This design comes from an exercise in tuning for small area, a short achievable clock period and few clock cycles per item on the open sky130 flow, not from production work.
Function was checked by simulation only, so behaviour that the tests miss may differ from the original.
Power is estimated from default activity; no workload was simulated.

== job 8754 ==
==> flow/design.v (excerpt) <==
module tc_dot_product #(
    parameter int shape_k    = SHAPE_K_DEF,
    parameter int in_width   = IN_WIDTH_DEF,
    parameter int depth_warp = DEPTH_WARP_DEF,
    parameter int fifo_depth = FIFO_DEPTH_DEF
) (
    input  logic                          clk,
    input  logic                          reset_i,
    input  logic [shape_k*in_width-1:0]   a_i,
    input  logic [shape_k*in_width-1:0]   b_i,
    input  logic [C_WIDTH-1:0]            c_i,
    input  tc_pkg::tc_op_e                        op_i,
    input  logic [IDXW_WIDTH-1:0]         ctrl_reg_idxw_i,
    input  logic [depth_warp-1:0]         ctrl_warpid_i,
    input  logic                          in_valid_i,
    input  logic                          out_ready_i,
    output logic                          in_ready_o,
    output logic                          out_valid_o,
    output logic [C_WIDTH-1:0]            result_o,
    output logic                          ovf_o,
    output logic [IDXW_WIDTH-1:0]         ctrl_reg_idxw_o,
    output logic [depth_warp-1:0]         ctrl_warpid_o
);
Size: ~1800 cells after synthesis, ~300 flip-flops, about 190 I/O pins.
export LEC_CHECK = 0
export CAP_MARGIN = 20
export CORE_MARGIN = 2
export CORE_UTILIZATION = 40
export CTS_CLUSTER_DIAMETER = 80
export CTS_CLUSTER_SIZE = 26
export SETUP_SLACK_MARGIN = 2.6
export SLEW_MARGIN = 20
export SYNTH_HIERARCHICAL = 1
export SYNTH_MINIMUM_KEEP_SIZE = 0
export TNS_END_PERCENT = 5
create_clock -name core_clock -period 5.5 [get_ports {clk}]
standard.sh (not shown) runs the stock make flow with config.mk's settings and CLKGATE_MAP_FILE= SYNTH_SCRIPT=/design/flow/synth_recipe.tcl, a recipe that flattens the netlist after the stock synthesis.
==> flow/flow/run.sh <==
#!/bin/bash
# Layout flow: the standard flow unchanged, except that the port buffers
# are sky130_fd_sc_hd__buf_2 instead of the default delay-style buffer.
export BUFFER_PORTS_ARGS="-buffer_cell sky130_fd_sc_hd__buf_2"
bash standard.sh > standard.log 2>&1
Testbench counts of job 8754, summed over its fixed seeds: cycles 3,224, items 3,200.
--- input diff job 8754..job 805 ---
Settings: swapping 80 for 100 in CTS_CLUSTER_DIAMETER; swapping 26 for 30 in CTS_CLUSTER_SIZE; swapping 5 for 10 in TNS_END_PERCENT.
### Flow results
- Design area, job 805 vs job 8754: down slightly
- Lower worst supply voltage drop on vdd among job 8754 and job 805: job 805
- Number of global-route vias before repair, job 8754 and job 805, higher one = job 8754.
> inputs changed (job 805 -> job 8023)
Settings: CTS_CLUSTER_DIAMETER: 100 -> 80; CORE_UTILIZATION: 40 -> 50; CTS_CLUSTER_SIZE: 30 -> 22.
Notes after the runs:
- Diff job 805 -> job 8023: detailed-route wire length down 3.0%, minimum setup slack after placement went up 0.023 ns.
- Between job 805 and job 8023, the flow reports number of violations reported at the end of detailed-routing iteration 0 decreasing by more than 10%.
- Job 8023 vs job 805 on number of antenna violations at the first check in global routing: job 8023 is the higher one.
- Job 8023 vs job 805 on final cell count: job 8023 is the lower one.
- [compare] base=job 805 new=job 8023: minimum setup slack in the final design dropped 0.087 ns; overall power after layout dropped about 0.7%.
The following lists how job 7874 was set up differently from job 8023:
Settings: clearing CTS_CLUSTER_SIZE, which used to be 22; clearing CTS_CLUSTER_DIAMETER, which used to be 80; swapping 2.6 for 2.7 in SETUP_SLACK_MARGIN; swapping 50 for 40 in CORE_UTILIZATION.
--- outcome ---
- Of the two values seen for capturing instance or port of the critical path, t2_q[43] was produced by job 8023 and t1_q[112] by job 7874.
- Per the comparison of job 7874 with job 8023, worst setup slack saw an increase; buffer share of cell area saw an increase; area of the die saw an increase; sequential share of layout area saw a decrease.
- Number of clock buffers in the layout for job 7874: 68% up relative to job 8023
- In the tables for job 7874 and job 8023, global-route track usage on met3 reads higher with job 8023.
- Compared with job 8023, job 7874 shows a lower starting density of the core.

---

Setup of job 533:
tc_dot_product again, from the RTL that the note above started with.
Settings: LEC_CHECK=0, CAP_MARGIN=20, CORE_MARGIN=2, CORE_UTILIZATION=40, SETUP_SLACK_MARGIN=2.6, SLEW_MARGIN=20, SYNTH_HIERARCHICAL=1, SYNTH_MINIMUM_KEEP_SIZE=0, TNS_END_PERCENT=10; clock period 5.5 ns.
Scripts as last shown in full above: flow/flow/run.sh
Testbench counts of job 533, summed over its fixed seeds: cycles 3,224, items 3,200.
Inputs modified between job 533 and job 3683:
Settings: setting CTS_CLUSTER_DIAMETER to 80 for the first time; setting CTS_CLUSTER_SIZE to 22 for the first time.
Notes after the runs:
- STATUS reported leakage power: job 3683 wins against job 533
- Going from job 533 to job 3683, critical path data required time grows by 0.02 ns.
- Changes observed in job 3683 relative to job 533: setup slack of the critical path after layout rose 0.022 ns; routed wire length on met2 increased 420 um; final area decreased by about 0.9% relative to the old numbers; wire length after detailed routing neither gained nor lost much; share of cells above drive strength 1 lower.
- Comparing job 3683 with job 533, the flip-flop and latch power came out essentially unchanged.
- Re count of unique library cells instantiated by Yosys: no difference whatsoever between job 533 and job 3683.
- Combinational fraction of design power delta for job 3683 relative to job 533: 1.0 points higher
Input-level comparison between job 5420 and job 3683:
Settings: a change of CTS_CLUSTER_SIZE from 22 to 30; a change of CTS_CLUSTER_DIAMETER from 80 to 60.
==> run summary <==
The number of non-clock buffers in the layout of job 5420 exceeds that of job 3683 by 0.95%.
The final wirelength of job 3683 and that of job 5420 are within noise of each other.
The maximum frequency in job 5420 was lower than what job 3683 gave.
Comparing job 3683 and job 5420, the lower number of clock buffers in the layout is on job 3683.
On job 5420: clock skew is 0.017 ns lower than what job 3683 gave.
On combinational cell power, job 3683 and job 5420 are basically level.
Compared with job 3683, in job 5420 via count saw an increase; period utilization saw an increase; post-CTS resize count saw an increase; wire length of the first global-routing pass saw an increase.

---

tc_dot_product, a different RTL version from the one above (not shown whole).
For scale: roughly 280 flip-flops, ~190 I/O pins.
clock: 5.5 ns
lec_check: 0
cap_margin: 20
core_margin: 2
core_utilization: 40
setup_slack_margin: 2.6
slew_margin: 20
synth_hierarchical: 1
synth_minimum_keep_size: 0
run.sh (not shown) runs the stock make flow with config.mk's settings and CLKGATE_MAP_FILE= SYNTH_SCRIPT=/design/flow/synth_recipe.tcl, a recipe that flattens the netlist after the stock synthesis.
Stock flow here: none of the scripts above is used.
The first run completed with no timing, DRC or antenna violations.
Testbench counts at the start, summed over its fixed seeds: cycles 3,224, items 3,200.
Then changed:
--- a/flow/config.mk
+++ b/flow/config.mk
@@ -11 +11 @@
-export SETUP_SLACK_MARGIN = 2.6
+export SETUP_SLACK_MARGIN = 1.5
- The new run passed the timing, DRC and antenna checks
- register-to-register slack is worse by 400 ps
- worst setup slack loses 540 ps
- critical path depth decreases by 10
- sequential power hardly moves
- die area does not change
- maximum frequency goes down by 14%
- non-clock buffer count came out lower by 44
- count of clock-buffer cells in the layout grows by 1
- clock power went up by 10%
- global-route usage drops by 1.2 points
- routed wire length went down by 6.3%

---

tc_dot_product, a different RTL version from the one above (not shown whole).
For scale: about 1,800 cells after synthesis, ~300 flip-flops, roughly 190 I/O pins.
// tc_dot_product
module tc_dot_product #(
    parameter int shape_k    = SHAPE_K_DEF,
    parameter int in_width   = IN_WIDTH_DEF,
    parameter int depth_warp = DEPTH_WARP_DEF,
    parameter int fifo_depth = FIFO_DEPTH_DEF
) (
    input  logic                          clk,
    input  logic                          reset_i,
    input  logic [shape_k*in_width-1:0]   a_i,
    input  logic [shape_k*in_width-1:0]   b_i,
    input  logic [C_WIDTH-1:0]            c_i,
    input  tc_pkg::tc_op_e                        op_i,
    input  logic [IDXW_WIDTH-1:0]         ctrl_reg_idxw_i,
    input  logic [depth_warp-1:0]         ctrl_warpid_i,
    input  logic                          in_valid_i,
    input  logic                          out_ready_i,
    output logic                          in_ready_o,
    output logic                          out_valid_o,
    output logic [C_WIDTH-1:0]            result_o,
    output logic                          ovf_o,
    output logic [IDXW_WIDTH-1:0]         ctrl_reg_idxw_o,
    output logic [depth_warp-1:0]         ctrl_warpid_o
);
    localparam int S = 3;    
    logic sgn, uns;
    assign sgn = (op_i == OP_SIGNED);
    assign uns = !sgn;
    logic         adv;
    logic [S-1:0] vld_q;
    assign adv         = !vld_q[S-1] || out_ready_i;
    assign in_ready_o  = adv;
    assign out_valid_o = vld_q[S-1];
    always_ff @(posedge clk) begin
        if (reset_i) begin
            vld_q <= '0;
        end else if (adv) begin
            vld_q <= {vld_q[S-2:0], in_valid_i};
        end
    end
    logic [IDXW_WIDTH-1:0] idxw_q [S];
  ...
clock: 5.5 ns
lec_check: 0
cap_margin: 20
core_margin: 2
core_utilization: 40
setup_slack_margin: 2.6
slew_margin: 20
synth_hierarchical: 1
synth_minimum_keep_size: 0
standard.sh (not shown) runs the stock make flow with config.mk's settings and CLKGATE_MAP_FILE= SYNTH_SCRIPT=/design/flow/synth_recipe.tcl, a recipe that flattens the netlist after the stock synthesis.
==> flow/flow/run.sh <==
#!/bin/bash
# Layout flow: the standard flow unchanged, except that the port buffers
# are sky130_fd_sc_hd__buf_1 instead of the default delay-style buffer.
export BUFFER_PORTS_ARGS="-buffer_cell sky130_fd_sc_hd__buf_1"
bash standard.sh > standard.log 2>&1
Testbench counts at the start, summed over its fixed seeds: cycles 3,224, items 3,200.
Rerun with:
==> flow/flow/run.sh (replaced) <==
#!/bin/bash
# Layout flow: the standard flow unchanged, except that the port buffers
# are sky130_fd_sc_hd__buf_2 instead of the default delay-style buffer.
export BUFFER_PORTS_ARGS="-buffer_cell sky130_fd_sc_hd__buf_2"
bash standard.sh > standard.log 2>&1
--- a/flow/config.mk
+++ b/flow/config.mk
@@ -13,2 +13,3 @@
 export SYNTH_HIERARCHICAL = 1
 export SYNTH_MINIMUM_KEEP_SIZE = 0
+export TNS_END_PERCENT = 10
The changed run produced a clean layout.
Worst setup slack improves by 49 ps.
Register-to-register slack improves by 50 ps.
Worst hold slack degrades by 3.4 ps.
Wire length goes down by 0.64%.
Combinational power goes down by about 6%.
Clock power goes up by about 2%.
Die area does not change.
Area after synthesis stays the same.
Clock skew goes down by 10 ps.
Rerun with:
--- a/flow/config.mk
+++ b/flow/config.mk
@@ -9,7 +9,6 @@
 export CORE_MARGIN = 2
 export CORE_UTILIZATION = 40
-export SETUP_SLACK_MARGIN = 2.6
+export SETUP_SLACK_MARGIN = 2.8
 export SLEW_MARGIN = 20
 export SYNTH_HIERARCHICAL = 1
 export SYNTH_MINIMUM_KEEP_SIZE = 0
-export TNS_END_PERCENT = 10
Result:
- The changed run went through all stages and came out clean
- core utilization is higher by 3.0 points
- worst hold slack gains 3.1 ps
- worst setup slack loses 95 ps
- count of clock-buffer cells in the layout is higher by 3
- routed wire length is higher by 2.5%
- synthesized area does not change
Rerun with:
--- a/flow/config.mk
+++ b/flow/config.mk
@@ -9,5 +9,5 @@
 export CORE_MARGIN = 2
 export CORE_UTILIZATION = 40
-export SETUP_SLACK_MARGIN = 2.8
+export SETUP_SLACK_MARGIN = 2.6
 export SLEW_MARGIN = 20
 export SYNTH_HIERARCHICAL = 1
After rerunning:
- register-to-register slack gets better by 80 ps
- power shrinks by about 12%
- routed wire length shrinks by about 2%
- fmax grows by about 2.5%

## what the ideal ports hide
How much do the figures lean on ideal ports? The routed layouts below were timed once more, with nothing changed but the port constraints. Step 1 sets driving cells, clkbuf_16 on the clock port and buf_2 on the other inputs (assumed; they add their load-dependent delay and slew). Step 2 adds t to the input delays and takes it off the output delays; t is the mean of the earliest and latest rising clock arrival at the registers after step 1. Input paths then give back, and output paths get back, about the clock's delay inside the block. Three values: no drivers, after step 1, after step 2; two values: the first two.
run	t (ns)	setup slack, ns	latest minus earliest clock arrival (ns)	worst register clock-pin slew, ns	worst slew at a driven data input, ns
job 8754	0.643	2.602 / 2.602 / 1.998	0.045 / 0.046	0.10 / 0.10	0.08
job 805	0.601	2.590 / 2.605 / 2.013	0.040 / 0.040	0.12 / 0.12	0.07
job 8023	0.601	2.503 / 2.503 / 2.057	0.022 / 0.023	0.09 / 0.09	0.07
job 7874	0.605	2.578 / 2.596 / 2.001	0.029 / 0.029	0.06 / 0.06	0.08
job 533	0.605	2.585 / 2.593 / 2.005	0.027 / 0.027	0.06 / 0.06	0.07
job 3683	0.639	2.606 / 2.610 / 1.997	0.048 / 0.048	0.09 / 0.09	0.08
job 5420	0.620	2.595 / 2.595 / 2.004	0.030 / 0.030	0.08 / 0.08	0.07
the first run of note 3	0.595	2.270 / 2.270 / 1.887	0.021 / 0.021	0.06 / 0.06	0.20
the second run of note 3	0.609	1.729 / 1.707 / 1.390	0.027 / 0.026	0.06 / 0.06	0.05
the first run of note 4	0.601	2.445 / 2.445 / 2.062	0.035 / 0.035	0.06 / 0.06	0.06
the second run of note 4	0.587	2.494 / 2.494 / 2.067	0.022 / 0.022	0.07 / 0.07	0.07
the third run of note 4	0.595	2.399 / 2.399 / 2.184	0.015 / 0.015	0.06 / 0.06	0.07
the fourth run of note 4	0.589	2.475 / 2.475 / 2.068	0.024 / 0.025	0.07 / 0.07	0.07
After both steps every run listed still meets setup and hold. For job 3683, which loses most, drivers alone change the setup slack by +0.004 ns; drivers and shift together by -0.609 ns.
